From an optimization exercise on the open Yosys and OpenROAD flow, aimed at small area and a short achievable clock period; shortcuts taken in it are not production practice.
Function was checked by simulation only, so behaviour that the tests miss may differ from the original.
Power and IR drop assume default switching activity.

==> flow/design.v, too long to show whole: its modules and the start of the top module <==
// module mul_fa: 10 lines
// module mul_ha: 9 lines
// module mul16_lane: 788 lines
// module arrmul: 40 lines
module arrmul (
  input  logic         clk,
  input  logic         reset,
  input  logic [0:127] reg_A,
  input  logic [0:127] reg_B,
  input  logic [0:1]   ctrl_ww,
  input  logic [0:4]   alu_op,
  output logic [0:127] result
);
  // ...
==> flow/flow/run.sh <==
#!/bin/bash
# Standard ORFS layout with extra make settings from flow/make_args.txt (one VAR=value per
# line): the port buffers' cell and timing-repair margins. make's full output goes to make.log.
set -euo pipefail
args=()
while IFS= read -r line; do
  [[ -z "$line" || "$line" == \#* ]] && continue
  args+=("$line")
done < flow/make_args.txt
bash standard.sh "${args[@]}" finish > make.log 2>&1
==> flow/flow/make_args.txt <==
BUFFER_PORTS_ARGS=-buffer_cell sky130_fd_sc_hd__buf_1
SETUP_SLACK_MARGIN=5
==> flow/standard.sh <==
#!/bin/bash
# synth_recipe.tcl (not shown) runs the flow's synth.tcl, then flattens the netlist and writes it again
# the make line also repeats each setting of config.mk as NAME=value (left out here)
make -C /OpenROAD-flow-scripts/flow DESIGN_CONFIG=/design/flow/config.mk WORK_HOME=/design/flow/orfs CLKGATE_MAP_FILE= SYNTH_SCRIPT=/design/flow/synth_recipe.tcl "${@:-finish}"
==> flow/config.mk <==
export PLATFORM = sky130hd
export DESIGN_NAME = arrmul
export DESIGN_NICKNAME = arrmul
export VERILOG_FILES = /design/flow/design.v
export SDC_FILE = /design/flow/constraint.sdc
export NUM_CORES = 4
export LEC_CHECK = 0
export CAP_MARGIN = 20
export CORE_MARGIN = 2
export CORE_UTILIZATION = 40
export SLEW_MARGIN = 20
export SYNTH_HIERARCHICAL = 1
==> flow/constraint.sdc <==
create_clock -name core_clock -period 15.0 [get_ports {clk}]
set_input_delay 3.0000 -clock core_clock [delete_from_list [all_inputs] [get_ports {clk}]]
set_output_delay 3.0000 -clock core_clock [all_outputs]
set_load 0.01 [all_outputs]
==> qor.yml, run 1 <==
status: "no timing/DRC/antenna violations"
wl_per_cell_um: 23.5
grtUsageMet2_pct: 43.1
synth.distinct_cells: 54
crit_top_cell: "fa_1"
clock_sinks: 128
finalHoldViolations: 0
power_density_nw_per_um2: 28.2
wl_met2_um: 52300
vias: 27800
synth_top_cell_area_share_pct: 48.3
met1_length_um: 44500
whs_ns: 2.46
cp.arrival_ns: 10.12
vias_per_cell: 5.85
numCtsBuffers: 17
worst_pin_slew_ns: 1.22
rows: 105
gr-total-overflow: 0
hold_path_class: "primary input to async pin"
die_area_um2: 85700
largest_class: "multi-input gates"
area_growth_pct: 12.2
pg_clk_mw: 0.489
dpl_cell_area_um2: 36600
dr.pass1.iters: 11
totalWireLength_um: 112000
wl_met3_um: 11000
==> module mul16_lane, before the edit <==
module mul16_lane (
  input  logic [31:0] xa,
  input  logic [31:0] xb,
  input  logic        sel_e,     
  input  logic        sel_o,     
  input  logic        sel_e16,   
  input  logic        sel_e8,    
  input  logic        sel_o16,   
  input  logic        sel_o8,    
  input  logic        sv,        
  input  logic        s8,        
  input  logic        s16,       
  output logic [31:0] p
);
  logic [15:0] a, b, ag, bg;
  logic [31:0] x, y, sum;
  assign a[15:8] = ({8{sel_e}} & xa[31:24]) | ({8{sel_o16}} & xa[15:8]) | ({8{sel_o8}} & xa[23:16]);
  assign a[7:0] = ({8{sel_o}} & xa[7:0]) | ({8{sel_e16}} & xa[23:16]) | ({8{sel_e8}} & xa[15:8]);
  assign b[15:8] = ({8{sel_e}} & xb[31:24]) | ({8{sel_o16}} & xb[15:8]) | ({8{sel_o8}} & xb[23:16]);
  assign b[7:0] = ({8{sel_o}} & xb[7:0]) | ({8{sel_e16}} & xb[23:16]) | ({8{sel_e8}} & xb[15:8]);
  assign ag = {8'h00, ({8{sel_o16}} & xa[7:0]) | ({8{sel_e16}} & xa[23:16])};
  assign bg = {8'h00, ({8{sel_o16}} & xb[7:0]) | ({8{sel_e16}} & xb[23:16])};
  logic pp1, pp2, pp3, pp4, pp5, pp6, pp7, pp8, pp9, pp10, pp11, pp12, pp13, pp14, pp15, pp16;
  logic pp17, pp18, pp19, pp20, pp21, pp22, pp23, pp24, pp25, pp26, pp27, pp28, pp29, pp30, pp31, pp32;
  logic pp33, pp34, pp35, pp36, pp37, pp38, pp39, pp40, pp41, pp42, pp43, pp44, pp45, pp46, pp47, pp48;
  logic pp49, pp50, pp51, pp52, pp53, pp54, pp55, pp56, pp57, pp58, pp59, pp60, pp61, pp62, pp63, pp64;
  logic pp65, pp66, pp67, pp68, pp69, pp70, pp71, pp72, pp73, pp74, pp75, pp76, pp77, pp78, pp79, pp80;
  logic pp81, pp82, pp83, pp84, pp85, pp86, pp87, pp88, pp89, pp90, pp91, pp92, pp93, pp94, pp95, pp96;
  logic pp97, pp98, pp99, pp100, pp101, pp102, pp103, pp104, pp105, pp106, pp107, pp108, pp109, pp110, pp111, pp112;
  logic pp113, pp114, pp115, pp116, pp117, pp118, pp119, pp120, pp121, pp122, pp123, pp124, pp125, pp126, pp127, pp128;
  logic pp129, pp130, pp131, pp132, pp133, pp134, pp135, pp136, pp137, pp138, pp139, pp140, pp141, pp142, pp143, pp144;
  logic pp145, pp146, pp147, pp148, pp149, pp150, pp151, pp152, pp153, pp154, pp155, pp156, pp157, pp158, pp159, pp160;
  logic pp161, pp162, pp163, pp164, pp165, pp166, pp167, pp168, pp169, pp170, pp171, pp172, pp173, pp174, pp175, pp176;
  logic pp177, pp178, pp179, pp180, pp181, pp182, pp183, pp184, pp185, pp186, pp187, pp188, pp189, pp190, pp191, pp192;
  logic pp193, pp194, pp195, pp196, pp197, pp198, pp199, pp200, pp201, pp202, pp203, pp204, pp205, pp206, pp207, pp208;
  logic pp209, pp210, pp211, pp212, pp213, pp214, pp215, pp216, pp217, pp218, pp219, pp220, pp221, pp222, pp223, pp224;
  logic pp225, pp226, pp227, pp228, pp229, pp230, pp231, pp232, pp233, pp234, pp235, pp236, pp237, pp238, pp239, pp240;
  logic pp241, pp242, pp243, pp244, pp245, pp246, pp247, pp248, pp249, pp250, pp251, pp252, pp253, pp254, pp255, pp256;
  logic s257, c258, s259, c260, s261, c262, s263, c264, s265, c266, s267, c268, s269, c270, s271, c272;
  logic s273, c274, s275, c276, s277, c278, s279, c280, s281, c282, s283, c284, s285, c286, s287, c288;
  logic s289, c290, s291, c292, s293, c294, s295, c296, s297, c298, s299, c300, s301, c302, s303, c304;
  logic s305, c306, s307, c308, s309, c310, s311, c312, s313, c314, s315, c316, s317, c318, s319, c320;
  logic s321, c322, s323, c324, s325, c326, s327, c328, s329, c330, s331, c332, s333, c334, s335, c336;
  logic s337, c338, s339, c340, s341, c342, s343, c344, s345, c346, s347, c348, s349, c350, s351, c352;
  logic s353, c354, s355, c356, s357, c358, s359, c360, s361, c362, s363, c364, s365, c366, s367, c368;
  logic s369, c370, s371, c372, s373, c374, s375, c376, s377, c378, s379, c380, s381, c382, s383, c384;
  logic s385, c386, s387, c388, s389, c390, s391, c392, s393, c394, s395, c396, s397, c398, s399, c400;
  logic s401, c402, s403, c404, s405, c406, s407, c408, s409, c410, s411, c412, s413, c414, s415, c416;
  logic s417, c418, s419, c420, s421, c422, s423, c424, s425, c426, s427, c428, s429, c430, s431, c432;
  logic s433, c434, s435, c436, s437, c438, s439, c440, s441, c442, s443, c444, s445, c446, s447, c448;
  logic s449, c450, s451, c452, s453, c454, s455, c456, s457, c458, s459, c460, s461, c462, s463, c464;
  logic s465, c466, s467, c468, s469, c470, s471, c472, s473, c474, s475, c476, s477, c478, s479, c480;
  logic s481, c482, s483, c484, s485, c486, s487, c488, s489, c490, s491, c492, s493, c494, s495, c496;
  logic s497, c498, s499, c500, s501, c502, s503, c504, s505, c506, s507, c508, s509, c510, s511, c512;
  logic s513, c514, s515, c516, s517, c518, s519, c520, s521, c522, s523, c524, s525, c526, s527, c528;
  logic s529, c530, s531, c532, s533, c534, s535, c536, s537, c538, s539, c540, s541, c542, s543, c544;
  logic s545, c546, s547, c548, s549, c550, s551, c552, s553, c554, s555, c556, s557, c558, s559, c560;
  logic s561, c562, s563, c564, s565, c566, s567, c568, s569, c570, s571, c572, s573, c574, s575, c576;
  logic s577, c578, s579, c580, s581, c582, s583, c584, s585, c586, s587, c588, s589, c590, s591, c592;
  logic s593, c594, s595, c596, s597, c598, s599, c600, s601, c602, s603, c604, s605, c606, s607, c608;
  logic s609, c610, s611, c612, s613, c614, s615, c616, s617, c618, s619, c620, s621, c622, s623, c624;
  logic s625, c626, s627, c628, s629, c630, s631, c632, s633, c634, s635, c636, s637, c638, s639, c640;
  logic s641, c642, s643, c644, s645, c646, s647, c648, s649, c650, s651, c652, s653, c654, s655, c656;
  logic s657, c658, s659, c660, s661, c662, s663, c664, s665, c666, s667, c668, s669, c670, s671, c672;
  logic s673, c674, s675, c676, s677, c678, s679, c680, s681, c682, s683, c684, s685, c686, s687, c688;
  logic s689, c690, s691, c692;
  assign pp1 = (a[0] & b[0]);
  assign pp2 = (a[0] & b[1]);
  assign pp3 = (a[0] & b[2]);
  assign pp4 = (a[0] & b[3]);
  assign pp5 = (a[0] & b[4]);
  assign pp6 = (a[0] & b[5]);
  assign pp7 = (a[0] & b[6]);
  assign pp8 = ((a[0] & b[7]) ^ s8);
  assign pp9 = (ag[0] & b[8]);
  assign pp10 = (ag[0] & b[9]);
  assign pp11 = (ag[0] & b[10]);
  assign pp12 = (ag[0] & b[11]);
  assign pp13 = (ag[0] & b[12]);
  assign pp14 = (ag[0] & b[13]);
  assign pp15 = (ag[0] & b[14]);
  assign pp16 = ((ag[0] & b[15]) ^ s16);
  assign pp17 = (a[1] & b[0]);
  assign pp18 = (a[1] & b[1]);
  assign pp19 = (a[1] & b[2]);
  assign pp20 = (a[1] & b[3]);
  assign pp21 = (a[1] & b[4]);
  assign pp22 = (a[1] & b[5]);
  assign pp23 = (a[1] & b[6]);
  assign pp24 = ((a[1] & b[7]) ^ s8);
  assign pp25 = (ag[1] & b[8]);
  assign pp26 = (ag[1] & b[9]);
  assign pp27 = (ag[1] & b[10]);
  assign pp28 = (ag[1] & b[11]);
  assign pp29 = (ag[1] & b[12]);
  assign pp30 = (ag[1] & b[13]);
  assign pp31 = (ag[1] & b[14]);
  assign pp32 = ((ag[1] & b[15]) ^ s16);
  assign pp33 = (a[2] & b[0]);
  assign pp34 = (a[2] & b[1]);
  assign pp35 = (a[2] & b[2]);
  assign pp36 = (a[2] & b[3]);
  assign pp37 = (a[2] & b[4]);
  assign pp38 = (a[2] & b[5]);
  assign pp39 = (a[2] & b[6]);
  assign pp40 = ((a[2] & b[7]) ^ s8);
  assign pp41 = (ag[2] & b[8]);
  assign pp42 = (ag[2] & b[9]);
  assign pp43 = (ag[2] & b[10]);
  assign pp44 = (ag[2] & b[11]);
  assign pp45 = (ag[2] & b[12]);
  assign pp46 = (ag[2] & b[13]);
  assign pp47 = (ag[2] & b[14]);
  assign pp48 = ((ag[2] & b[15]) ^ s16);
  assign pp49 = (a[3] & b[0]);
  assign pp50 = (a[3] & b[1]);
  assign pp51 = (a[3] & b[2]);
  assign pp52 = (a[3] & b[3]);
  assign pp53 = (a[3] & b[4]);
  assign pp54 = (a[3] & b[5]);
  assign pp55 = (a[3] & b[6]);
  assign pp56 = ((a[3] & b[7]) ^ s8);
  assign pp57 = (ag[3] & b[8]);
  assign pp58 = (ag[3] & b[9]);
  assign pp59 = (ag[3] & b[10]);
  assign pp60 = (ag[3] & b[11]);
  assign pp61 = (ag[3] & b[12]);
  assign pp62 = (ag[3] & b[13]);
  assign pp63 = (ag[3] & b[14]);
  assign pp64 = ((ag[3] & b[15]) ^ s16);
  assign pp65 = (a[4] & b[0]);
  assign pp66 = (a[4] & b[1]);
  assign pp67 = (a[4] & b[2]);
  assign pp68 = (a[4] & b[3]);
  assign pp69 = (a[4] & b[4]);
  assign pp70 = (a[4] & b[5]);
  assign pp71 = (a[4] & b[6]);
  assign pp72 = ((a[4] & b[7]) ^ s8);
  assign pp73 = (ag[4] & b[8]);
  assign pp74 = (ag[4] & b[9]);
  assign pp75 = (ag[4] & b[10]);
  assign pp76 = (ag[4] & b[11]);
  assign pp77 = (ag[4] & b[12]);
  assign pp78 = (ag[4] & b[13]);
  assign pp79 = (ag[4] & b[14]);
  assign pp80 = ((ag[4] & b[15]) ^ s16);
  assign pp81 = (a[5] & b[0]);
  assign pp82 = (a[5] & b[1]);
  assign pp83 = (a[5] & b[2]);
  assign pp84 = (a[5] & b[3]);
  assign pp85 = (a[5] & b[4]);
  assign pp86 = (a[5] & b[5]);
  assign pp87 = (a[5] & b[6]);
  assign pp88 = ((a[5] & b[7]) ^ s8);
  assign pp89 = (ag[5] & b[8]);
  assign pp90 = (ag[5] & b[9]);
  assign pp91 = (ag[5] & b[10]);
  assign pp92 = (ag[5] & b[11]);
  assign pp93 = (ag[5] & b[12]);
  assign pp94 = (ag[5] & b[13]);
  assign pp95 = (ag[5] & b[14]);
  assign pp96 = ((ag[5] & b[15]) ^ s16);
  assign pp97 = (a[6] & b[0]);
  assign pp98 = (a[6] & b[1]);
  assign pp99 = (a[6] & b[2]);
  assign pp100 = (a[6] & b[3]);
  assign pp101 = (a[6] & b[4]);
  assign pp102 = (a[6] & b[5]);
  assign pp103 = (a[6] & b[6]);
  assign pp104 = ((a[6] & b[7]) ^ s8);
  assign pp105 = (ag[6] & b[8]);
  assign pp106 = (ag[6] & b[9]);
  assign pp107 = (ag[6] & b[10]);
  assign pp108 = (ag[6] & b[11]);
  assign pp109 = (ag[6] & b[12]);
  assign pp110 = (ag[6] & b[13]);
  assign pp111 = (ag[6] & b[14]);
  assign pp112 = ((ag[6] & b[15]) ^ s16);
  assign pp113 = ((a[7] & b[0]) ^ s8);
  assign pp114 = ((a[7] & b[1]) ^ s8);
  assign pp115 = ((a[7] & b[2]) ^ s8);
  assign pp116 = ((a[7] & b[3]) ^ s8);
  assign pp117 = ((a[7] & b[4]) ^ s8);
  assign pp118 = ((a[7] & b[5]) ^ s8);
  assign pp119 = ((a[7] & b[6]) ^ s8);
  assign pp120 = (a[7] & b[7]);
  assign pp121 = (ag[7] & b[8]);
  assign pp122 = (ag[7] & b[9]);
  assign pp123 = (ag[7] & b[10]);
  assign pp124 = (ag[7] & b[11]);
  assign pp125 = (ag[7] & b[12]);
  assign pp126 = (ag[7] & b[13]);
  assign pp127 = (ag[7] & b[14]);
  assign pp128 = ((ag[7] & b[15]) ^ s16);
  assign pp129 = (a[8] & bg[0]);
  assign pp130 = (a[8] & bg[1]);
  assign pp131 = (a[8] & bg[2]);
  assign pp132 = (a[8] & bg[3]);
  assign pp133 = (a[8] & bg[4]);
  assign pp134 = (a[8] & bg[5]);
  assign pp135 = (a[8] & bg[6]);
  assign pp136 = (a[8] & bg[7]);
  assign pp137 = (a[8] & b[8]);
  assign pp138 = (a[8] & b[9]);
  assign pp139 = (a[8] & b[10]);
  assign pp140 = (a[8] & b[11]);
  assign pp141 = (a[8] & b[12]);
  assign pp142 = (a[8] & b[13]);
  assign pp143 = (a[8] & b[14]);
  assign pp144 = ((a[8] & b[15]) ^ sv);
  assign pp145 = (a[9] & bg[0]);
  assign pp146 = (a[9] & bg[1]);
  assign pp147 = (a[9] & bg[2]);
  assign pp148 = (a[9] & bg[3]);
  assign pp149 = (a[9] & bg[4]);
  assign pp150 = (a[9] & bg[5]);
  assign pp151 = (a[9] & bg[6]);
  assign pp152 = (a[9] & bg[7]);
  assign pp153 = (a[9] & b[8]);
  assign pp154 = (a[9] & b[9]);
  assign pp155 = (a[9] & b[10]);
  assign pp156 = (a[9] & b[11]);
  assign pp157 = (a[9] & b[12]);
  assign pp158 = (a[9] & b[13]);
  assign pp159 = (a[9] & b[14]);
  assign pp160 = ((a[9] & b[15]) ^ sv);
  assign pp161 = (a[10] & bg[0]);
  assign pp162 = (a[10] & bg[1]);
  assign pp163 = (a[10] & bg[2]);
  assign pp164 = (a[10] & bg[3]);
  assign pp165 = (a[10] & bg[4]);
  assign pp166 = (a[10] & bg[5]);
  assign pp167 = (a[10] & bg[6]);
  assign pp168 = (a[10] & bg[7]);
  assign pp169 = (a[10] & b[8]);
  assign pp170 = (a[10] & b[9]);
  assign pp171 = (a[10] & b[10]);
  assign pp172 = (a[10] & b[11]);
  assign pp173 = (a[10] & b[12]);
  assign pp174 = (a[10] & b[13]);
  assign pp175 = (a[10] & b[14]);
  assign pp176 = ((a[10] & b[15]) ^ sv);
  assign pp177 = (a[11] & bg[0]);
  assign pp178 = (a[11] & bg[1]);
  assign pp179 = (a[11] & bg[2]);
  assign pp180 = (a[11] & bg[3]);
  assign pp181 = (a[11] & bg[4]);
  assign pp182 = (a[11] & bg[5]);
  assign pp183 = (a[11] & bg[6]);
  assign pp184 = (a[11] & bg[7]);
  assign pp185 = (a[11] & b[8]);
  assign pp186 = (a[11] & b[9]);
  assign pp187 = (a[11] & b[10]);
  assign pp188 = (a[11] & b[11]);
  assign pp189 = (a[11] & b[12]);
  assign pp190 = (a[11] & b[13]);
  assign pp191 = (a[11] & b[14]);
  assign pp192 = ((a[11] & b[15]) ^ sv);
  assign pp193 = (a[12] & bg[0]);
  assign pp194 = (a[12] & bg[1]);
  assign pp195 = (a[12] & bg[2]);
  assign pp196 = (a[12] & bg[3]);
  assign pp197 = (a[12] & bg[4]);
  assign pp198 = (a[12] & bg[5]);
  assign pp199 = (a[12] & bg[6]);
  assign pp200 = (a[12] & bg[7]);
  assign pp201 = (a[12] & b[8]);
  assign pp202 = (a[12] & b[9]);
  assign pp203 = (a[12] & b[10]);
  assign pp204 = (a[12] & b[11]);
  assign pp205 = (a[12] & b[12]);
  assign pp206 = (a[12] & b[13]);
  assign pp207 = (a[12] & b[14]);
  assign pp208 = ((a[12] & b[15]) ^ sv);
  assign pp209 = (a[13] & bg[0]);
  assign pp210 = (a[13] & bg[1]);
  assign pp211 = (a[13] & bg[2]);
  assign pp212 = (a[13] & bg[3]);
  assign pp213 = (a[13] & bg[4]);
  assign pp214 = (a[13] & bg[5]);
  assign pp215 = (a[13] & bg[6]);
  assign pp216 = (a[13] & bg[7]);
  assign pp217 = (a[13] & b[8]);
  assign pp218 = (a[13] & b[9]);
  assign pp219 = (a[13] & b[10]);
  assign pp220 = (a[13] & b[11]);
  assign pp221 = (a[13] & b[12]);
  assign pp222 = (a[13] & b[13]);
  assign pp223 = (a[13] & b[14]);
  assign pp224 = ((a[13] & b[15]) ^ sv);
  assign pp225 = (a[14] & bg[0]);
  assign pp226 = (a[14] & bg[1]);
  assign pp227 = (a[14] & bg[2]);
  assign pp228 = (a[14] & bg[3]);
  assign pp229 = (a[14] & bg[4]);
  assign pp230 = (a[14] & bg[5]);
  assign pp231 = (a[14] & bg[6]);
  assign pp232 = (a[14] & bg[7]);
  assign pp233 = (a[14] & b[8]);
  assign pp234 = (a[14] & b[9]);
  assign pp235 = (a[14] & b[10]);
  assign pp236 = (a[14] & b[11]);
  assign pp237 = (a[14] & b[12]);
  assign pp238 = (a[14] & b[13]);
  assign pp239 = (a[14] & b[14]);
  assign pp240 = ((a[14] & b[15]) ^ sv);
  assign pp241 = ((a[15] & bg[0]) ^ s16);
  assign pp242 = ((a[15] & bg[1]) ^ s16);
  assign pp243 = ((a[15] & bg[2]) ^ s16);
  assign pp244 = ((a[15] & bg[3]) ^ s16);
  assign pp245 = ((a[15] & bg[4]) ^ s16);
  assign pp246 = ((a[15] & bg[5]) ^ s16);
  assign pp247 = ((a[15] & bg[6]) ^ s16);
  assign pp248 = ((a[15] & bg[7]) ^ s16);
  assign pp249 = ((a[15] & b[8]) ^ sv);
  assign pp250 = ((a[15] & b[9]) ^ sv);
  assign pp251 = ((a[15] & b[10]) ^ sv);
  assign pp252 = ((a[15] & b[11]) ^ sv);
  assign pp253 = ((a[15] & b[12]) ^ sv);
  assign pp254 = ((a[15] & b[13]) ^ sv);
  assign pp255 = ((a[15] & b[14]) ^ sv);
  assign pp256 = (a[15] & b[15]);
  mul_ha u_s257 (.a(pp134), .b(pp14), .s(s257), .co(c258));
  mul_fa u_s259 (.a(pp105), .b(pp120), .c(pp135), .s(s259), .co(c260));
  mul_ha u_s261 (.a(pp15), .b(pp150), .s(s261), .co(c262));
  mul_fa u_s263 (.a(pp106), .b(pp121), .c(pp136), .s(s263), .co(c264));
  mul_fa u_s265 (.a(pp151), .b(pp166), .c(pp181), .s(s265), .co(c266));
  mul_ha u_s267 (.a(pp196), .b(pp211), .s(s267), .co(c268));
  mul_fa u_s269 (.a(pp107), .b(pp122), .c(pp137), .s(s269), .co(c270));
  mul_fa u_s271 (.a(pp152), .b(pp167), .c(pp182), .s(s271), .co(c272));
  mul_fa u_s273 (.a(pp197), .b(pp212), .c(pp227), .s(s273), .co(c274));
  mul_fa u_s275 (.a(pp108), .b(pp123), .c(pp138), .s(s275), .co(c276));
  mul_fa u_s277 (.a(pp153), .b(pp168), .c(pp183), .s(s277), .co(c278));
  mul_fa u_s279 (.a(pp109), .b(pp124), .c(pp139), .s(s279), .co(c280));
  mul_ha u_s281 (.a(pp129), .b(pp39), .s(s281), .co(c282));
  mul_fa u_s283 (.a(pp10), .b(pp100), .c(pp130), .s(s283), .co(c284));
  mul_fa u_s285 (.a(pp101), .b(pp11), .c(pp131), .s(s285), .co(c286));
  mul_ha u_s287 (.a(pp146), .b(pp161), .s(s287), .co(c288));
  mul_fa u_s289 (.a(pp102), .b(pp12), .c(pp132), .s(s289), .co(c290));
  mul_fa u_s291 (.a(pp147), .b(pp162), .c(pp177), .s(s291), .co(c292));
  mul_ha u_s293 (.a(pp27), .b(pp42), .s(s293), .co(c294));
  mul_fa u_s295 (.a(pp103), .b(pp13), .c(pp133), .s(s295), .co(c296));
  mul_fa u_s297 (.a(pp148), .b(pp163), .c(pp178), .s(s297), .co(c298));
  mul_fa u_s299 (.a(pp193), .b(pp28), .c(pp43), .s(s299), .co(c300));
  mul_ha u_s301 (.a(pp58), .b(pp73), .s(s301), .co(c302));
  mul_fa u_s303 (.a(pp149), .b(pp164), .c(pp179), .s(s303), .co(c304));
  mul_fa u_s305 (.a(pp194), .b(pp209), .c(pp29), .s(s305), .co(c306));
  mul_fa u_s307 (.a(pp44), .b(pp59), .c(pp74), .s(s307), .co(c308));
  mul_fa u_s309 (.a(pp89), .b(pp104), .c(pp119), .s(s309), .co(c310));
  mul_fa u_s311 (.a(pp165), .b(pp180), .c(pp195), .s(s311), .co(c312));
  mul_fa u_s313 (.a(pp210), .b(pp225), .c(pp30), .s(s313), .co(c314));
  mul_fa u_s315 (.a(pp45), .b(pp60), .c(pp75), .s(s315), .co(c316));
  mul_fa u_s317 (.a(pp90), .b(c258), .c(s261), .s(s317), .co(c318));
  mul_fa u_s319 (.a(pp226), .b(pp31), .c(pp46), .s(s319), .co(c320));
  mul_fa u_s321 (.a(pp61), .b(pp76), .c(pp91), .s(s321), .co(c322));
  mul_fa u_s323 (.a(pp16), .b(pp241), .c(c262), .s(s323), .co(c324));
  mul_fa u_s325 (.a(s267), .b(c260), .c(s263), .s(s325), .co(c326));
  mul_fa u_s327 (.a(pp47), .b(pp62), .c(pp77), .s(s327), .co(c328));
  mul_fa u_s329 (.a(pp92), .b(s16), .c(pp242), .s(s329), .co(c330));
  mul_fa u_s331 (.a(pp32), .b(c268), .c(c264), .s(s331), .co(c332));
  mul_fa u_s333 (.a(c266), .b(s269), .c(s271), .s(s333), .co(c334));
  mul_fa u_s335 (.a(pp198), .b(pp213), .c(pp228), .s(s335), .co(c336));
  mul_fa u_s337 (.a(pp63), .b(pp78), .c(pp93), .s(s337), .co(c338));
  mul_fa u_s339 (.a(pp243), .b(pp48), .c(c270), .s(s339), .co(c340));
  mul_fa u_s341 (.a(c272), .b(c274), .c(s275), .s(s341), .co(c342));
  mul_fa u_s343 (.a(pp154), .b(pp169), .c(pp184), .s(s343), .co(c344));
  mul_fa u_s345 (.a(pp199), .b(pp214), .c(pp229), .s(s345), .co(c346));
  mul_fa u_s347 (.a(pp79), .b(pp94), .c(pp244), .s(s347), .co(c348));
  mul_fa u_s349 (.a(pp64), .b(c276), .c(c278), .s(s349), .co(c350));
  mul_fa u_s351 (.a(pp110), .b(pp125), .c(pp140), .s(s351), .co(c352));
  mul_fa u_s353 (.a(pp155), .b(pp170), .c(pp185), .s(s353), .co(c354));
  mul_fa u_s355 (.a(pp200), .b(pp215), .c(pp230), .s(s355), .co(c356));
  mul_fa u_s357 (.a(pp95), .b(pp245), .c(pp80), .s(s357), .co(c358));
  mul_fa u_s359 (.a(pp111), .b(pp126), .c(pp141), .s(s359), .co(c360));
  mul_fa u_s361 (.a(pp156), .b(pp171), .c(pp186), .s(s361), .co(c362));
  mul_fa u_s363 (.a(pp201), .b(pp216), .c(pp231), .s(s363), .co(c364));
  mul_fa u_s365 (.a(pp127), .b(pp142), .c(pp157), .s(s365), .co(c366));
  mul_fa u_s367 (.a(pp172), .b(pp187), .c(pp202), .s(s367), .co(c368));
  mul_fa u_s369 (.a(pp143), .b(pp158), .c(pp173), .s(s369), .co(c370));
  mul_ha u_s371 (.a(pp22), .b(pp37), .s(s371), .co(c372));
  mul_fa u_s373 (.a(pp23), .b(pp38), .c(pp53), .s(s373), .co(c374));
  mul_ha u_s375 (.a(pp68), .b(pp83), .s(s375), .co(c376));
  mul_fa u_s377 (.a(pp54), .b(pp69), .c(pp84), .s(s377), .co(c378));
  mul_fa u_s379 (.a(pp9), .b(pp99), .c(s8), .s(s379), .co(c380));
  mul_ha u_s381 (.a(pp114), .b(pp24), .s(s381), .co(c382));
  mul_fa u_s383 (.a(pp145), .b(pp25), .c(pp55), .s(s383), .co(c384));
  mul_fa u_s385 (.a(pp70), .b(pp85), .c(pp115), .s(s385), .co(c386));
  mul_fa u_s387 (.a(pp40), .b(c282), .c(s283), .s(s387), .co(c388));
  mul_fa u_s389 (.a(pp26), .b(pp41), .c(pp71), .s(s389), .co(c390));
  mul_fa u_s391 (.a(pp86), .b(pp116), .c(pp56), .s(s391), .co(c392));
  mul_fa u_s393 (.a(s287), .b(c284), .c(s285), .s(s393), .co(c394));
  mul_fa u_s395 (.a(pp57), .b(pp87), .c(pp117), .s(s395), .co(c396));
  mul_fa u_s397 (.a(pp72), .b(c288), .c(s293), .s(s397), .co(c398));
  mul_fa u_s399 (.a(c286), .b(s289), .c(s291), .s(s399), .co(c400));
  mul_fa u_s401 (.a(pp118), .b(pp88), .c(c294), .s(s401), .co(c402));
  mul_fa u_s403 (.a(s301), .b(c290), .c(c292), .s(s403), .co(c404));
  mul_fa u_s405 (.a(s295), .b(s297), .c(s299), .s(s405), .co(c406));
  mul_fa u_s407 (.a(c302), .b(s257), .c(c296), .s(s407), .co(c408));
  mul_fa u_s409 (.a(c298), .b(c300), .c(s303), .s(s409), .co(c410));
  mul_fa u_s411 (.a(s305), .b(s307), .c(s309), .s(s411), .co(c412));
  mul_fa u_s413 (.a(c304), .b(c306), .c(c308), .s(s413), .co(c414));
  mul_fa u_s415 (.a(s259), .b(s311), .c(s313), .s(s415), .co(c416));
  mul_fa u_s417 (.a(s315), .b(c310), .c(s317), .s(s417), .co(c418));
  mul_fa u_s419 (.a(c312), .b(c314), .c(c316), .s(s419), .co(c420));
  mul_fa u_s421 (.a(s265), .b(s319), .c(s321), .s(s421), .co(c422));
  mul_fa u_s423 (.a(c318), .b(s323), .c(s325), .s(s423), .co(c424));
  mul_fa u_s425 (.a(c320), .b(c322), .c(s273), .s(s425), .co(c426));
  mul_fa u_s427 (.a(s327), .b(c324), .c(s329), .s(s427), .co(c428));
  mul_fa u_s429 (.a(c326), .b(s331), .c(s333), .s(s429), .co(c430));
  mul_fa u_s431 (.a(c328), .b(s277), .c(s335), .s(s431), .co(c432));
  mul_fa u_s433 (.a(s337), .b(c330), .c(c332), .s(s433), .co(c434));
  mul_fa u_s435 (.a(c334), .b(s339), .c(s341), .s(s435), .co(c436));
  mul_fa u_s437 (.a(c336), .b(c338), .c(s279), .s(s437), .co(c438));
  mul_fa u_s439 (.a(s343), .b(s345), .c(s347), .s(s439), .co(c440));
  mul_fa u_s441 (.a(c340), .b(c342), .c(s349), .s(s441), .co(c442));
  mul_fa u_s443 (.a(c280), .b(c344), .c(c346), .s(s443), .co(c444));
  mul_fa u_s445 (.a(s351), .b(s353), .c(s355), .s(s445), .co(c446));
  mul_fa u_s447 (.a(c348), .b(s357), .c(c350), .s(s447), .co(c448));
  mul_fa u_s449 (.a(pp246), .b(pp96), .c(c352), .s(s449), .co(c450));
  mul_fa u_s451 (.a(c354), .b(c356), .c(s359), .s(s451), .co(c452));
  mul_fa u_s453 (.a(s361), .b(s363), .c(c358), .s(s453), .co(c454));
  mul_fa u_s455 (.a(pp217), .b(pp232), .c(pp112), .s(s455), .co(c456));
  mul_fa u_s457 (.a(pp247), .b(c360), .c(c362), .s(s457), .co(c458));
  mul_fa u_s459 (.a(c364), .b(s365), .c(s367), .s(s459), .co(c460));
  mul_fa u_s461 (.a(pp188), .b(pp203), .c(pp218), .s(s461), .co(c462));
  mul_fa u_s463 (.a(pp233), .b(pp128), .c(pp248), .s(s463), .co(c464));
  mul_fa u_s465 (.a(c366), .b(c368), .c(s369), .s(s465), .co(c466));
  mul_fa u_s467 (.a(pp159), .b(pp174), .c(pp189), .s(s467), .co(c468));
  mul_fa u_s469 (.a(pp204), .b(pp219), .c(pp234), .s(s469), .co(c470));
  mul_fa u_s471 (.a(pp144), .b(pp249), .c(c370), .s(s471), .co(c472));
  mul_fa u_s473 (.a(pp175), .b(pp190), .c(pp205), .s(s473), .co(c474));
  mul_fa u_s475 (.a(pp220), .b(pp235), .c(s8), .s(s475), .co(c476));
  mul_ha u_s477 (.a(pp160), .b(pp250), .s(s477), .co(c478));
  mul_fa u_s479 (.a(pp191), .b(pp206), .c(pp221), .s(s479), .co(c480));
  mul_ha u_s481 (.a(pp236), .b(pp176), .s(s481), .co(c482));
  mul_ha u_s483 (.a(pp207), .b(pp222), .s(s483), .co(c484));
  mul_ha u_s485 (.a(pp20), .b(pp35), .s(s485), .co(c486));
  mul_fa u_s487 (.a(pp21), .b(pp36), .c(pp51), .s(s487), .co(c488));
  mul_ha u_s489 (.a(pp6), .b(pp66), .s(s489), .co(c490));
  mul_fa u_s491 (.a(pp52), .b(pp67), .c(pp7), .s(s491), .co(c492));
  mul_fa u_s493 (.a(pp82), .b(pp97), .c(s371), .s(s493), .co(c494));
  mul_fa u_s495 (.a(pp98), .b(pp113), .c(pp8), .s(s495), .co(c496));
  mul_fa u_s497 (.a(c372), .b(s375), .c(s373), .s(s497), .co(c498));
  mul_fa u_s499 (.a(c376), .b(s281), .c(c374), .s(s499), .co(c500));
  mul_fa u_s501 (.a(s381), .b(s377), .c(s379), .s(s501), .co(c502));
  mul_fa u_s503 (.a(c382), .b(c378), .c(s383), .s(s503), .co(c504));
  mul_fa u_s505 (.a(c380), .b(s385), .c(s387), .s(s505), .co(c506));
  mul_fa u_s507 (.a(c384), .b(s389), .c(c386), .s(s507), .co(c508));
  mul_fa u_s509 (.a(s391), .b(c388), .c(s393), .s(s509), .co(c510));
  mul_fa u_s511 (.a(c390), .b(c392), .c(s395), .s(s511), .co(c512));
  mul_fa u_s513 (.a(s397), .b(c394), .c(s399), .s(s513), .co(c514));
  mul_fa u_s515 (.a(c396), .b(c398), .c(s401), .s(s515), .co(c516));
  mul_fa u_s517 (.a(c400), .b(s403), .c(s405), .s(s517), .co(c518));
  mul_fa u_s519 (.a(c402), .b(c404), .c(c406), .s(s519), .co(c520));
  mul_fa u_s521 (.a(s407), .b(s409), .c(s411), .s(s521), .co(c522));
  mul_fa u_s523 (.a(c408), .b(c410), .c(s413), .s(s523), .co(c524));
  mul_fa u_s525 (.a(s415), .b(c412), .c(s417), .s(s525), .co(c526));
  mul_fa u_s527 (.a(c414), .b(c416), .c(s419), .s(s527), .co(c528));
  mul_fa u_s529 (.a(s421), .b(c418), .c(s423), .s(s529), .co(c530));
  mul_fa u_s531 (.a(c420), .b(c422), .c(s425), .s(s531), .co(c532));
  mul_fa u_s533 (.a(s427), .b(c424), .c(s429), .s(s533), .co(c534));
  mul_fa u_s535 (.a(c426), .b(s431), .c(c428), .s(s535), .co(c536));
  mul_fa u_s537 (.a(s433), .b(c430), .c(s435), .s(s537), .co(c538));
  mul_fa u_s539 (.a(c432), .b(s437), .c(s439), .s(s539), .co(c540));
  mul_fa u_s541 (.a(c434), .b(c436), .c(s441), .s(s541), .co(c542));
  mul_fa u_s543 (.a(c438), .b(s443), .c(s445), .s(s543), .co(c544));
  mul_fa u_s545 (.a(c440), .b(c442), .c(s447), .s(s545), .co(c546));
  mul_fa u_s547 (.a(c444), .b(c446), .c(s449), .s(s547), .co(c548));
  mul_fa u_s549 (.a(s451), .b(s453), .c(c448), .s(s549), .co(c550));
  mul_fa u_s551 (.a(s455), .b(c450), .c(c452), .s(s551), .co(c552));
  mul_fa u_s553 (.a(s457), .b(c454), .c(s459), .s(s553), .co(c554));
  mul_fa u_s555 (.a(s461), .b(c456), .c(s463), .s(s555), .co(c556));
  mul_fa u_s557 (.a(c458), .b(c460), .c(s465), .s(s557), .co(c558));
  mul_fa u_s559 (.a(c462), .b(s467), .c(s469), .s(s559), .co(c560));
  mul_fa u_s561 (.a(c464), .b(c466), .c(s471), .s(s561), .co(c562));
  mul_fa u_s563 (.a(c468), .b(c470), .c(s477), .s(s563), .co(c564));
  mul_fa u_s565 (.a(s473), .b(s475), .c(c472), .s(s565), .co(c566));
  mul_fa u_s567 (.a(pp251), .b(c478), .c(c474), .s(s567), .co(c568));
  mul_fa u_s569 (.a(s481), .b(s479), .c(c476), .s(s569), .co(c570));
  mul_fa u_s571 (.a(pp237), .b(pp192), .c(pp252), .s(s571), .co(c572));
  mul_fa u_s573 (.a(s483), .b(c482), .c(c480), .s(s573), .co(c574));
  mul_fa u_s575 (.a(pp223), .b(pp238), .c(pp208), .s(s575), .co(c576));
  mul_ha u_s577 (.a(pp253), .b(c484), .s(s577), .co(c578));
  mul_ha u_s579 (.a(pp239), .b(pp224), .s(s579), .co(c580));
  mul_ha u_s581 (.a(pp19), .b(pp34), .s(s581), .co(c582));
  mul_fa u_s583 (.a(pp5), .b(pp50), .c(pp65), .s(s583), .co(c584));
  mul_fa u_s585 (.a(pp81), .b(c486), .c(s489), .s(s585), .co(c586));
  mul_fa u_s587 (.a(c490), .b(c488), .c(s491), .s(s587), .co(c588));
  mul_fa u_s589 (.a(c492), .b(s495), .c(c494), .s(s589), .co(c590));
  mul_fa u_s591 (.a(c496), .b(c498), .c(s499), .s(s591), .co(c592));
  mul_fa u_s593 (.a(c500), .b(s503), .c(c502), .s(s593), .co(c594));
  mul_fa u_s595 (.a(c504), .b(s507), .c(c506), .s(s595), .co(c596));
  mul_fa u_s597 (.a(c508), .b(s511), .c(c510), .s(s597), .co(c598));
  mul_fa u_s599 (.a(c512), .b(s515), .c(c514), .s(s599), .co(c600));
  mul_fa u_s601 (.a(c516), .b(c518), .c(s519), .s(s601), .co(c602));
  mul_fa u_s603 (.a(c520), .b(s523), .c(c522), .s(s603), .co(c604));
  mul_fa u_s605 (.a(c524), .b(s527), .c(c526), .s(s605), .co(c606));
  mul_fa u_s607 (.a(c528), .b(s531), .c(c530), .s(s607), .co(c608));
  mul_fa u_s609 (.a(c532), .b(s535), .c(c534), .s(s609), .co(c610));
  mul_fa u_s611 (.a(c536), .b(s539), .c(c538), .s(s611), .co(c612));
  mul_fa u_s613 (.a(s543), .b(c540), .c(c542), .s(s613), .co(c614));
  mul_fa u_s615 (.a(c544), .b(s547), .c(s549), .s(s615), .co(c616));
  mul_fa u_s617 (.a(c548), .b(s551), .c(s553), .s(s617), .co(c618));
  mul_fa u_s619 (.a(s555), .b(c552), .c(c554), .s(s619), .co(c620));
  mul_fa u_s621 (.a(s559), .b(c556), .c(c558), .s(s621), .co(c622));
  mul_fa u_s623 (.a(c560), .b(s563), .c(c562), .s(s623), .co(c624));
  mul_fa u_s625 (.a(c564), .b(s567), .c(s569), .s(s625), .co(c626));
  mul_fa u_s627 (.a(s571), .b(c568), .c(s573), .s(s627), .co(c628));
  mul_fa u_s629 (.a(s577), .b(c572), .c(s575), .s(s629), .co(c630));
  mul_fa u_s631 (.a(pp254), .b(s579), .c(c578), .s(s631), .co(c632));
  mul_ha u_s633 (.a(pp240), .b(pp255), .s(s633), .co(c634));
  mul_ha u_s635 (.a(pp18), .b(pp3), .s(s635), .co(c636));
  mul_fa u_s637 (.a(pp4), .b(pp49), .c(s581), .s(s637), .co(c638));
  mul_fa u_s639 (.a(c582), .b(s485), .c(s583), .s(s639), .co(c640));
  mul_fa u_s641 (.a(c584), .b(s487), .c(s585), .s(s641), .co(c642));
  mul_fa u_s643 (.a(c586), .b(s493), .c(s587), .s(s643), .co(c644));
  mul_fa u_s645 (.a(c588), .b(s497), .c(s589), .s(s645), .co(c646));
  mul_fa u_s647 (.a(s501), .b(c590), .c(s591), .s(s647), .co(c648));
  mul_fa u_s649 (.a(c592), .b(s505), .c(s593), .s(s649), .co(c650));
  mul_fa u_s651 (.a(c594), .b(s509), .c(s595), .s(s651), .co(c652));
  mul_fa u_s653 (.a(s513), .b(c596), .c(s597), .s(s653), .co(c654));
  mul_fa u_s655 (.a(s517), .b(c598), .c(s599), .s(s655), .co(c656));
  mul_fa u_s657 (.a(s521), .b(c600), .c(s601), .s(s657), .co(c658));
  mul_fa u_s659 (.a(s525), .b(c602), .c(s603), .s(s659), .co(c660));
  mul_fa u_s661 (.a(c604), .b(s529), .c(s605), .s(s661), .co(c662));
  mul_fa u_s663 (.a(s533), .b(c606), .c(s607), .s(s663), .co(c664));
  mul_fa u_s665 (.a(s537), .b(c608), .c(s609), .s(s665), .co(c666));
  mul_fa u_s667 (.a(s541), .b(c610), .c(s611), .s(s667), .co(c668));
  mul_fa u_s669 (.a(s545), .b(c612), .c(s613), .s(s669), .co(c670));
  mul_fa u_s671 (.a(c546), .b(c614), .c(s615), .s(s671), .co(c672));
  mul_fa u_s673 (.a(c550), .b(s617), .c(c616), .s(s673), .co(c674));
  mul_fa u_s675 (.a(s557), .b(c618), .c(s619), .s(s675), .co(c676));
  mul_fa u_s677 (.a(s561), .b(c620), .c(s621), .s(s677), .co(c678));
  mul_fa u_s679 (.a(s565), .b(c622), .c(s623), .s(s679), .co(c680));
  mul_fa u_s681 (.a(c566), .b(s625), .c(c624), .s(s681), .co(c682));
  mul_fa u_s683 (.a(c570), .b(s627), .c(c626), .s(s683), .co(c684));
  mul_fa u_s685 (.a(c574), .b(s629), .c(c628), .s(s685), .co(c686));
  mul_fa u_s687 (.a(c576), .b(s631), .c(c630), .s(s687), .co(c688));
  mul_fa u_s689 (.a(c580), .b(s633), .c(c632), .s(s689), .co(c690));
  mul_ha u_s691 (.a(pp256), .b(c634), .s(s691), .co(c692));
  assign x = {c692, c690, c688, c686, c684, c682, c680, c678, c676, c674, c672, c670, c668, c666, c664, c662, c660, c658, c656, c654, c652, c650, c648, c646, c644, c642, c640, c638, c636, s635, pp17, pp1};
  assign y = {1'b0, s691, s689, s687, s685, s683, s681, s679, s677, s675, s673, s671, s669, s667, s665, s663, s661, s659, s657, s655, s653, s651, s649, s647, s645, s643, s641, s639, s637, pp33, pp2, 1'b0};
  logic [31:0] g0, p0;
  assign g0 = x & y;
  assign p0 = x ^ y;
  logic gs1_1, ps1_1;
  assign gs1_1 = g0[1] | (p0[1] & g0[0]);
  assign ps1_1 = p0[1] & p0[0];
  logic gs1_3, ps1_3;
  assign gs1_3 = g0[3] | (p0[3] & g0[2]);
  assign ps1_3 = p0[3] & p0[2];
  logic gs1_5, ps1_5;
  assign gs1_5 = g0[5] | (p0[5] & g0[4]);
  assign ps1_5 = p0[5] & p0[4];
  logic gs1_7, ps1_7;
  assign gs1_7 = g0[7] | (p0[7] & g0[6]);
  assign ps1_7 = p0[7] & p0[6];
  logic gs1_9, ps1_9;
  assign gs1_9 = g0[9] | (p0[9] & g0[8]);
  assign ps1_9 = p0[9] & p0[8];
  logic gs1_11, ps1_11;
  assign gs1_11 = g0[11] | (p0[11] & g0[10]);
  assign ps1_11 = p0[11] & p0[10];
  logic gs1_13, ps1_13;
  assign gs1_13 = g0[13] | (p0[13] & g0[12]);
  assign ps1_13 = p0[13] & p0[12];
  logic gs1_15, ps1_15;
  assign gs1_15 = g0[15] | (p0[15] & g0[14]);
  assign ps1_15 = p0[15] & p0[14];
  logic gs1_17, ps1_17;
  assign gs1_17 = g0[17] | (p0[17] & g0[16]);
  assign ps1_17 = p0[17] & p0[16];
  logic gs1_19, ps1_19;
  assign gs1_19 = g0[19] | (p0[19] & g0[18]);
  assign ps1_19 = p0[19] & p0[18];
  logic gs1_21, ps1_21;
  assign gs1_21 = g0[21] | (p0[21] & g0[20]);
  assign ps1_21 = p0[21] & p0[20];
  logic gs1_23, ps1_23;
  assign gs1_23 = g0[23] | (p0[23] & g0[22]);
  assign ps1_23 = p0[23] & p0[22];
  logic gs1_25, ps1_25;
  assign gs1_25 = g0[25] | (p0[25] & g0[24]);
  assign ps1_25 = p0[25] & p0[24];
  logic gs1_27, ps1_27;
  assign gs1_27 = g0[27] | (p0[27] & g0[26]);
  assign ps1_27 = p0[27] & p0[26];
  logic gs1_29, ps1_29;
  assign gs1_29 = g0[29] | (p0[29] & g0[28]);
  assign ps1_29 = p0[29] & p0[28];
  logic gs1_31, ps1_31;
  assign gs1_31 = g0[31] | (p0[31] & g0[30]);
  assign ps1_31 = p0[31] & p0[30];
  logic gs2_2, ps2_2;
  assign gs2_2 = g0[2] | (p0[2] & gs1_1);
  assign ps2_2 = p0[2] & ps1_1;
  logic gs2_3, ps2_3;
  assign gs2_3 = gs1_3 | (ps1_3 & gs1_1);
  assign ps2_3 = ps1_3 & ps1_1;
  logic gs2_6, ps2_6;
  assign gs2_6 = g0[6] | (p0[6] & gs1_5);
  assign ps2_6 = p0[6] & ps1_5;
  logic gs2_7, ps2_7;
  assign gs2_7 = gs1_7 | (ps1_7 & gs1_5);
  assign ps2_7 = ps1_7 & ps1_5;
  logic gs2_10, ps2_10;
  assign gs2_10 = g0[10] | (p0[10] & gs1_9);
  assign ps2_10 = p0[10] & ps1_9;
  logic gs2_11, ps2_11;
  assign gs2_11 = gs1_11 | (ps1_11 & gs1_9);
  assign ps2_11 = ps1_11 & ps1_9;
  logic gs2_14, ps2_14;
  assign gs2_14 = g0[14] | (p0[14] & gs1_13);
  assign ps2_14 = p0[14] & ps1_13;
  logic gs2_15, ps2_15;
  assign gs2_15 = gs1_15 | (ps1_15 & gs1_13);
  assign ps2_15 = ps1_15 & ps1_13;
  logic gs2_18, ps2_18;
  assign gs2_18 = g0[18] | (p0[18] & gs1_17);
  assign ps2_18 = p0[18] & ps1_17;
  logic gs2_19, ps2_19;
  assign gs2_19 = gs1_19 | (ps1_19 & gs1_17);
  assign ps2_19 = ps1_19 & ps1_17;
  logic gs2_22, ps2_22;
  assign gs2_22 = g0[22] | (p0[22] & gs1_21);
  assign ps2_22 = p0[22] & ps1_21;
  logic gs2_23, ps2_23;
  assign gs2_23 = gs1_23 | (ps1_23 & gs1_21);
  assign ps2_23 = ps1_23 & ps1_21;
  logic gs2_26, ps2_26;
  assign gs2_26 = g0[26] | (p0[26] & gs1_25);
  assign ps2_26 = p0[26] & ps1_25;
  logic gs2_27, ps2_27;
  assign gs2_27 = gs1_27 | (ps1_27 & gs1_25);
  assign ps2_27 = ps1_27 & ps1_25;
  logic gs2_30, ps2_30;
  assign gs2_30 = g0[30] | (p0[30] & gs1_29);
  assign ps2_30 = p0[30] & ps1_29;
  logic gs2_31, ps2_31;
  assign gs2_31 = gs1_31 | (ps1_31 & gs1_29);
  assign ps2_31 = ps1_31 & ps1_29;
  logic gs4_4, ps4_4;
  assign gs4_4 = g0[4] | (p0[4] & gs2_3);
  assign ps4_4 = p0[4] & ps2_3;
  logic gs4_5, ps4_5;
  assign gs4_5 = gs1_5 | (ps1_5 & gs2_3);
  assign ps4_5 = ps1_5 & ps2_3;
  logic gs4_6, ps4_6;
  assign gs4_6 = gs2_6 | (ps2_6 & gs2_3);
  assign ps4_6 = ps2_6 & ps2_3;
  logic gs4_7, ps4_7;
  assign gs4_7 = gs2_7 | (ps2_7 & gs2_3);
  assign ps4_7 = ps2_7 & ps2_3;
  logic gs4_12, ps4_12;
  assign gs4_12 = g0[12] | (p0[12] & gs2_11);
  assign ps4_12 = p0[12] & ps2_11;
  logic gs4_13, ps4_13;
  assign gs4_13 = gs1_13 | (ps1_13 & gs2_11);
  assign ps4_13 = ps1_13 & ps2_11;
  logic gs4_14, ps4_14;
  assign gs4_14 = gs2_14 | (ps2_14 & gs2_11);
  assign ps4_14 = ps2_14 & ps2_11;
  logic gs4_15, ps4_15;
  assign gs4_15 = gs2_15 | (ps2_15 & gs2_11);
  assign ps4_15 = ps2_15 & ps2_11;
  logic gs4_20, ps4_20;
  assign gs4_20 = g0[20] | (p0[20] & gs2_19);
  assign ps4_20 = p0[20] & ps2_19;
  logic gs4_21, ps4_21;
  assign gs4_21 = gs1_21 | (ps1_21 & gs2_19);
  assign ps4_21 = ps1_21 & ps2_19;
  logic gs4_22, ps4_22;
  assign gs4_22 = gs2_22 | (ps2_22 & gs2_19);
  assign ps4_22 = ps2_22 & ps2_19;
  logic gs4_23, ps4_23;
  assign gs4_23 = gs2_23 | (ps2_23 & gs2_19);
  assign ps4_23 = ps2_23 & ps2_19;
  logic gs4_28, ps4_28;
  assign gs4_28 = g0[28] | (p0[28] & gs2_27);
  assign ps4_28 = p0[28] & ps2_27;
  logic gs4_29, ps4_29;
  assign gs4_29 = gs1_29 | (ps1_29 & gs2_27);
  assign ps4_29 = ps1_29 & ps2_27;
  logic gs4_30, ps4_30;
  assign gs4_30 = gs2_30 | (ps2_30 & gs2_27);
  assign ps4_30 = ps2_30 & ps2_27;
  logic gs4_31, ps4_31;
  assign gs4_31 = gs2_31 | (ps2_31 & gs2_27);
  assign ps4_31 = ps2_31 & ps2_27;
  logic gs8_8, ps8_8;
  assign gs8_8 = g0[8] | (p0[8] & gs4_7);
  assign ps8_8 = p0[8] & ps4_7;
  logic gs8_9, ps8_9;
  assign gs8_9 = gs1_9 | (ps1_9 & gs4_7);
  assign ps8_9 = ps1_9 & ps4_7;
  logic gs8_10, ps8_10;
  assign gs8_10 = gs2_10 | (ps2_10 & gs4_7);
  assign ps8_10 = ps2_10 & ps4_7;
  logic gs8_11, ps8_11;
  assign gs8_11 = gs2_11 | (ps2_11 & gs4_7);
  assign ps8_11 = ps2_11 & ps4_7;
  logic gs8_12, ps8_12;
  assign gs8_12 = gs4_12 | (ps4_12 & gs4_7);
  assign ps8_12 = ps4_12 & ps4_7;
  logic gs8_13, ps8_13;
  assign gs8_13 = gs4_13 | (ps4_13 & gs4_7);
  assign ps8_13 = ps4_13 & ps4_7;
  logic gs8_14, ps8_14;
  assign gs8_14 = gs4_14 | (ps4_14 & gs4_7);
  assign ps8_14 = ps4_14 & ps4_7;
  logic gs8_15, ps8_15;
  assign gs8_15 = gs4_15 | (ps4_15 & gs4_7);
  assign ps8_15 = ps4_15 & ps4_7;
  logic gs8_24, ps8_24;
  assign gs8_24 = g0[24] | (p0[24] & gs4_23);
  assign ps8_24 = p0[24] & ps4_23;
  logic gs8_25, ps8_25;
  assign gs8_25 = gs1_25 | (ps1_25 & gs4_23);
  assign ps8_25 = ps1_25 & ps4_23;
  logic gs8_26, ps8_26;
  assign gs8_26 = gs2_26 | (ps2_26 & gs4_23);
  assign ps8_26 = ps2_26 & ps4_23;
  logic gs8_27, ps8_27;
  assign gs8_27 = gs2_27 | (ps2_27 & gs4_23);
  assign ps8_27 = ps2_27 & ps4_23;
  logic gs8_28, ps8_28;
  assign gs8_28 = gs4_28 | (ps4_28 & gs4_23);
  assign ps8_28 = ps4_28 & ps4_23;
  logic gs8_29, ps8_29;
  assign gs8_29 = gs4_29 | (ps4_29 & gs4_23);
  assign ps8_29 = ps4_29 & ps4_23;
  logic gs8_30, ps8_30;
  assign gs8_30 = gs4_30 | (ps4_30 & gs4_23);
  assign ps8_30 = ps4_30 & ps4_23;
  logic gs8_31, ps8_31;
  assign gs8_31 = gs4_31 | (ps4_31 & gs4_23);
  assign ps8_31 = ps4_31 & ps4_23;
  logic gs16_16, ps16_16;
  assign gs16_16 = g0[16] | (p0[16] & gs8_15);
  assign ps16_16 = p0[16] & ps8_15;
  logic gs16_17, ps16_17;
  assign gs16_17 = gs1_17 | (ps1_17 & gs8_15);
  assign ps16_17 = ps1_17 & ps8_15;
  logic gs16_18, ps16_18;
  assign gs16_18 = gs2_18 | (ps2_18 & gs8_15);
  assign ps16_18 = ps2_18 & ps8_15;
  logic gs16_19, ps16_19;
  assign gs16_19 = gs2_19 | (ps2_19 & gs8_15);
  assign ps16_19 = ps2_19 & ps8_15;
  logic gs16_20, ps16_20;
  assign gs16_20 = gs4_20 | (ps4_20 & gs8_15);
  assign ps16_20 = ps4_20 & ps8_15;
  logic gs16_21, ps16_21;
  assign gs16_21 = gs4_21 | (ps4_21 & gs8_15);
  assign ps16_21 = ps4_21 & ps8_15;
  logic gs16_22, ps16_22;
  assign gs16_22 = gs4_22 | (ps4_22 & gs8_15);
  assign ps16_22 = ps4_22 & ps8_15;
  logic gs16_23, ps16_23;
  assign gs16_23 = gs4_23 | (ps4_23 & gs8_15);
  assign ps16_23 = ps4_23 & ps8_15;
  logic gs16_24, ps16_24;
  assign gs16_24 = gs8_24 | (ps8_24 & gs8_15);
  assign ps16_24 = ps8_24 & ps8_15;
  logic gs16_25, ps16_25;
  assign gs16_25 = gs8_25 | (ps8_25 & gs8_15);
  assign ps16_25 = ps8_25 & ps8_15;
  logic gs16_26, ps16_26;
  assign gs16_26 = gs8_26 | (ps8_26 & gs8_15);
  assign ps16_26 = ps8_26 & ps8_15;
  logic gs16_27, ps16_27;
  assign gs16_27 = gs8_27 | (ps8_27 & gs8_15);
  assign ps16_27 = ps8_27 & ps8_15;
  logic gs16_28, ps16_28;
  assign gs16_28 = gs8_28 | (ps8_28 & gs8_15);
  assign ps16_28 = ps8_28 & ps8_15;
  logic gs16_29, ps16_29;
  assign gs16_29 = gs8_29 | (ps8_29 & gs8_15);
  assign ps16_29 = ps8_29 & ps8_15;
  logic gs16_30, ps16_30;
  assign gs16_30 = gs8_30 | (ps8_30 & gs8_15);
  assign ps16_30 = ps8_30 & ps8_15;
  logic gs16_31, ps16_31;
  assign gs16_31 = gs8_31 | (ps8_31 & gs8_15);
  assign ps16_31 = ps8_31 & ps8_15;
  assign sum = {p0[31] ^ gs16_30, p0[30] ^ gs16_29, p0[29] ^ gs16_28, p0[28] ^ gs16_27, p0[27] ^ gs16_26, p0[26] ^ gs16_25, p0[25] ^ gs16_24, p0[24] ^ gs16_23, p0[23] ^ gs16_22, p0[22] ^ gs16_21, p0[21] ^ gs16_20, p0[20] ^ gs16_19, p0[19] ^ gs16_18, p0[18] ^ gs16_17, p0[17] ^ gs16_16, p0[16] ^ gs8_15, p0[15] ^ gs8_14, p0[14] ^ gs8_13, p0[13] ^ gs8_12, p0[12] ^ gs8_11, p0[11] ^ gs8_10, p0[10] ^ gs8_9, p0[9] ^ gs8_8, p0[8] ^ gs4_7, p0[7] ^ gs4_6, p0[6] ^ gs4_5, p0[5] ^ gs4_4, p0[4] ^ gs2_3, p0[3] ^ gs2_2, p0[2] ^ gs1_1, p0[1] ^ g0[0], p0[0]};
  assign p = {sum[31] ^ sv, sum[30:16], sum[15] ^ s8, sum[14:0]};
endmodule
==> module arrmul, before the edit <==
module arrmul (
  input  logic         clk,
  input  logic         reset,
  input  logic [0:127] reg_A,
  input  logic [0:127] reg_B,
  input  logic [0:1]   ctrl_ww,
  input  logic [0:4]   alu_op,
  output logic [0:127] result
);
  logic        mul, w8, w16, sgn, odd;
  logic        sel_e, sel_o, sel_e16, sel_e8, sel_o16, sel_o8, sv, s8, s16;
  logic [31:0] prod [4];
  logic [0:127] nxt;
  assign mul = alu_op[0:2] == 3'b100;   
  assign w8 = ctrl_ww == arrmul_pkg::w8;
  assign w16 = ctrl_ww == arrmul_pkg::w16;
  assign sgn = alu_op[3];
  assign odd = alu_op[4];
  assign sel_e = mul & ~odd & (w8 | w16);
  assign sel_o = mul & odd & (w8 | w16);
  assign sel_e16 = mul & ~odd & w16;
  assign sel_e8 = mul & ~odd & w8;
  assign sel_o16 = mul & odd & w16;
  assign sel_o8 = mul & odd & w8;
  assign sv = mul & sgn & (w8 | w16);
  assign s8 = mul & sgn & w8;
  assign s16 = mul & sgn & w16;
  for (genvar k = 0; k < 4; k++) begin : g_lane
    mul16_lane u_mul (
      .xa(reg_A[32*k +: 32]), .xb(reg_B[32*k +: 32]),
      .sel_e(sel_e), .sel_o(sel_o), .sel_e16(sel_e16), .sel_e8(sel_e8), .sel_o16(sel_o16), .sel_o8(sel_o8),
      .sv(sv), .s8(s8), .s16(s16), .p(prod[k])
    );
  end
  assign nxt = {prod[0], prod[1], prod[2], prod[3]};
  always_ff @(posedge clk or negedge reset) begin
    if (!reset) result <= '0;
    else result <= nxt;
  end
endmodule
==> run 2: changes to the inputs <==
--- a/flow/design.v
+++ b/flow/design.v
@@ -38,4 +38,5 @@
   input  logic        sel_o16,   
   input  logic        sel_o8,    
+  input  logic        valid,     
   input  logic        sv,        
   input  logic        s8,        
@@ -47,8 +48,8 @@
   assign a[15:8] = ({8{sel_e}} & xa[31:24]) | ({8{sel_o16}} & xa[15:8]) | ({8{sel_o8}} & xa[23:16]);
   assign a[7:0] = ({8{sel_o}} & xa[7:0]) | ({8{sel_e16}} & xa[23:16]) | ({8{sel_e8}} & xa[15:8]);
-  assign b[15:8] = ({8{sel_e}} & xb[31:24]) | ({8{sel_o16}} & xb[15:8]) | ({8{sel_o8}} & xb[23:16]);
-  assign b[7:0] = ({8{sel_o}} & xb[7:0]) | ({8{sel_e16}} & xb[23:16]) | ({8{sel_e8}} & xb[15:8]);
+  assign b[15:8] = {8{valid}} & (({8{sel_e}} & xb[31:24]) | ({8{sel_o16}} & xb[15:8]) | ({8{sel_o8}} & xb[23:16]));
+  assign b[7:0] = {8{valid}} & (({8{sel_o}} & xb[7:0]) | ({8{sel_e16}} & xb[23:16]) | ({8{sel_e8}} & xb[15:8]));
   assign ag = {8'h00, ({8{sel_o16}} & xa[7:0]) | ({8{sel_e16}} & xa[23:16])};
-  assign bg = {8'h00, ({8{sel_o16}} & xb[7:0]) | ({8{sel_e16}} & xb[23:16])};
+  assign bg = {8'h00, {8{valid}} & (({8{sel_o16}} & xb[7:0]) | ({8{sel_e16}} & xb[23:16]))};
   logic pp1, pp2, pp3, pp4, pp5, pp6, pp7, pp8, pp9, pp10, pp11, pp12, pp13, pp14, pp15, pp16;
   logic pp17, pp18, pp19, pp20, pp21, pp22, pp23, pp24, pp25, pp26, pp27, pp28, pp29, pp30, pp31, pp32;
@@ -826,5 +827,5 @@
   output logic [0:127] result
 );
-  logic        mul, w8, w16, sgn, odd;
+  logic        mul, w8, w16, sgn, odd, valid;
   logic        sel_e, sel_o, sel_e16, sel_e8, sel_o16, sel_o8, sv, s8, s16;
   logic [31:0] prod [4];
@@ -835,10 +836,11 @@
   assign sgn = alu_op[3];
   assign odd = alu_op[4];
-  assign sel_e = mul & ~odd & (w8 | w16);
-  assign sel_o = mul & odd & (w8 | w16);
-  assign sel_e16 = mul & ~odd & w16;
-  assign sel_e8 = mul & ~odd & w8;
-  assign sel_o16 = mul & odd & w16;
-  assign sel_o8 = mul & odd & w8;
+  assign sel_e = ~odd;
+  assign sel_o = odd;
+  assign sel_e16 = ~odd & ctrl_ww[1];
+  assign sel_e8 = ~odd & ~ctrl_ww[1];
+  assign sel_o16 = odd & ctrl_ww[1];
+  assign sel_o8 = odd & ~ctrl_ww[1];
+  assign valid = mul & (w8 | w16);
   assign sv = mul & sgn & (w8 | w16);
   assign s8 = mul & sgn & w8;
@@ -848,5 +850,5 @@
       .xa(reg_A[32*k +: 32]), .xb(reg_B[32*k +: 32]),
       .sel_e(sel_e), .sel_o(sel_o), .sel_e16(sel_e16), .sel_e8(sel_e8), .sel_o16(sel_o16), .sel_o8(sel_o8),
-      .sv(sv), .s8(s8), .s16(s16), .p(prod[k])
+      .valid(valid), .sv(sv), .s8(s8), .s16(s16), .p(prod[k])
     );
   end
==> run 2 against run 1 <==
Against the previous run:
- still clean
- core utilization down 0.93 points
- combinational power rose to 2.6 times the previous value
- clock power down 4.9%
- critical endpoint is now result[96]
- largest cell class unchanged
- largest power group is now combinational cells
- highest routed layer unchanged
==> qor.yml, run 2 <==
status: "no timing/DRC/antenna violations"  # unchanged
dpl.cell_count: 4807  # was 4697
totalWireLength_um: 110000  # was 112000 um
initial_utilization_pct: 40.4  # was 40.5%
cp.arrival_ns: 10.15  # was 10.12 ns
final_nets: 4971  # was 4936
synth_seq_cells: 128  # unchanged
fmax_mhz: 103  # about the same
synth.most_common_cell: "nor2_1"  # unchanged
synth_commonest_cells: "nor2_1, fa_1, xor2_1"  # unchanged
synth-main-ff-cell: "dfrtp_1"  # unchanged
clk_pin_slew_ns: 0.09  # was 0.08 ns
synth.area.top_cells: "fa_1, nor2_1, dfrtp_1, ha_1, xor2_1"  # unchanged
grt_busiest_layer: "met2"  # unchanged
gr-total-overflow: 0  # unchanged
htreeDepth: 4  # unchanged
fillers: 8147  # was 7952
area_growth_pct: 10.4  # was 12.2%
grtUsageMet2_pct: 41.4  # was 43.1%
wl_per_cell_um: 22.7  # was 23.5 um
hpwlAfterDp_um: 83900  # was 83500 um
whs_ns: 2.49  # was 2.46 ns
vias: 27400  # was 27800
synth-seq-area-share_pct: 9.48  # was 9.61%
crit_type: "primary input to register"  # unchanged
top_regs: "result x128"  # unchanged
n_antenna_cell: 0  # was 2
layout_setup_ws_ns: 5.27  # about the same
drive_gt1_share_pct: 4.69  # was 7.18%
dpl_cell_area_um2: 36600  # about the same
grt_pass1_vias: 29300  # was 30100
yosys.area.top_type: "fa_1"  # unchanged
drv_cap: 0  # unchanged
p_leak_nw: 19.8  # was 19.2 nW
route.detailed.drc: 0  # unchanged
clock_sinks: 128  # unchanged
die_x_um: 295  # was 293 um
largest_register_ffs: 128  # unchanged
power_density_nw_per_um2: 37.4  # was 28.2 nW/um^2
drt-initial-drc-count: 2602  # was 2839
synthesis.nets: 4666  # was 4533
power_mw: 1.39  # was 1.06 mW
use_met3_pct: 5.11  # was 5.89%
synth_edf_count: 0  # unchanged
grt_use_met1_pct: 35.0  # was 35.9%
grt_max_degree: 76  # was 65
syn_avg_cell_area_um2: 9.96  # was 10.2 um^2
core-area_um2: 83700  # was 82200 um^2
worstSetupEndpointType: "register"  # unchanged
cp.required_ns: 15.42  # was 15.38 ns
grt_first_pass_wirelength_um: 170000  # was 175000 um
final.setup.tns_ns: 0  # unchanged
worstSetupStartpointType: "primary input"  # unchanged
startpoint: "alu_op[4]"  # was alu_op[0]
ys_warn_count: 8  # unchanged
place.gp.congestion: 0.910  # was 0.925
numCtsBuffers: 17  # unchanged
vias_per_cell: 5.65  # was 5.85
ctsLongestPathBuffers: 2  # unchanged
ant_nets: 0  # unchanged
cts_tree: "built"  # unchanged
finalHoldViolations: 0  # unchanged
io-pin-count: 393  # unchanged
synth_top_cell_area_share_pct: 47.6  # was 48.3%
worst_pin_slew_ns: 1.39  # was 1.22 ns
slew_violations: 0  # unchanged
fp.dieH_um: 295  # was 293 um
final_common_cell: "nor2_1"  # unchanged
path_max_fanout: 25  # was 48
gr-usage-all-layers_pct: 25.9  # was 26.9%
die_area_um2: 86800  # was 85700 um^2
synth.cell_area_um2: 33800  # was 33300 um^2
min_period_ns: 9.73  # about the same
dr.pass1.iters: 9  # was 11
ir_drop_mv: 0.0921  # was 0.0886 mV
holdBufCountCts: 0  # unchanged
regMostFlops: "result"  # unchanged
final-setup-viol-count: 0  # unchanged
rows: 106  # was 105
rsz0062_at_grt: "false"  # unchanged
fin_crit_sh_pct: 64.9  # about the same
final_area_um2: 37300  # was 37400 um^2
postLayoutCoreUtil_pct: 44.6  # was 45.5%
synthCells: 3393  # was 3260
cts_root_buffer: "clkbuf_16"  # unchanged
hold_path_class: "primary input to async pin"  # unchanged
portBuffers: 392  # unchanged
slew_headroom_pct: 7.59  # was 18.9%
final_cells: 4845  # was 4748
mostFrequentLayoutCells: "nor2_1, fa_1, buf_1"  # unchanged
preCtsSetupSlack_ns: 3.84  # was 4.25 ns
async_flop_share_pct: 100  # unchanged
synth.distinct_cells: 46  # was 54
grt_antenna_before_repair: 2  # was 5
[run 2: changes by cell type in the layout (fill, tap and decap cells not counted), sizes merged, moves of 16 or more]
cell | before | now
a22o | 0 | 32
buf | 545 | 493
nor2 | 1060 | 1086
nand3 | 28 | 12
nand2b | 4 | 76
nand2 | 40 | 64
a22oi | 64 | 32
a211oi | 20 | 4
xnor2 | 52 | 68
inv | 58 | 79
nor3 | 29 | 8
[run 2: final cells by class]
class,count,area (um^2),area share [%]
well taps,1134,1420,3.80
inverters,73,277,0.741
clock inverters,13,150,0.403
repair buffers,495,2270,6.08
flip-flops and latches,128,3200,8.59
multi-input cells,2983,29500,79.2
clock buffers,19,443,1.19
[run 2: power breakdown]
part	internal, mW	switching [mW]	total [mW]
Clock	0.252	0.213	0.465
Sequential	0.374	0.0120	0.386
Combinational	0.188	0.355	0.543
[run 2: worst paths after layout]
check	endpoint	depth (start not counted)
max in group asynchronous	result[14]	2
max	result[96]	21
min in group core_clock	result[31]	4
min	result[115]	1
[run 2: repair_timing]
item | CTS | global route
setup buffers | 2 | 0
gates cloned | 1 | 2
endpoints found under the setup margin | 50 | 61
pin swaps | 2 | 2
gates resized for setup | 8 | 14
[run 2: cell families after synthesis]
kind of cell / Yosys count / share of synthesized area, %
xor gates and xnor gates: 276 / 7.15
AOI/OAI and AO/OA: 396 / 9.24
adders and majority gates: 1008 / 55.2
buffers and inverters: 285 / 3.36
and+or+nand+nor: 1300 / 15.6
DFF: 128 / 9.48
[run 2: layer usage]
metal | wire length, um | up-vias
met5 | 27 | -
met1 | 44900 | 14100
met4 | 3890 | 4
met3 | 9360 | 197
met2 | 51500 | 1369
li1 | - | 11700
[run 2: modules after synthesis (local to each module, per instance)]
module | cell area (um^2) | flops+latches | copies in the design | cells inside
mul_ha | 12.5 | 0 | 84 | 1
mul_fa | 20.0 | 0 | 788 | 1
mul16_lane | 3420 | 0 | 4 | 596
arrmul | 3270 | 128 | 1 | 137
[run 2: worst max-delay path: stages]
cell      delay [ns]
clkbuf_4        0.29
nor2_4          0.48
buf_4           0.46
buf_4           0.41
a222oi_1        0.23
nand2b_1        0.40
nor2_1          0.21
xor2_1          0.20
fa_1            0.47
fa_1            0.46
fa_1            0.40
fa_1            0.51
fa_1            0.41
ha_1            0.37
a21oi_1         0.20
nand2_1         0.07
a221oi_1        0.59
a211o_1         0.37
o211ai_1        0.15
a31oi_1         0.21
xnor2_1         0.14

Setup slack of run 2, layout unchanged: 5.271 ns with ideal ports, 5.220 ns with driving cells assumed (clock clkbuf_16, inputs buf_2), 4.652 ns with port delays also shifted by the 0.569 ns mid clock arrival.
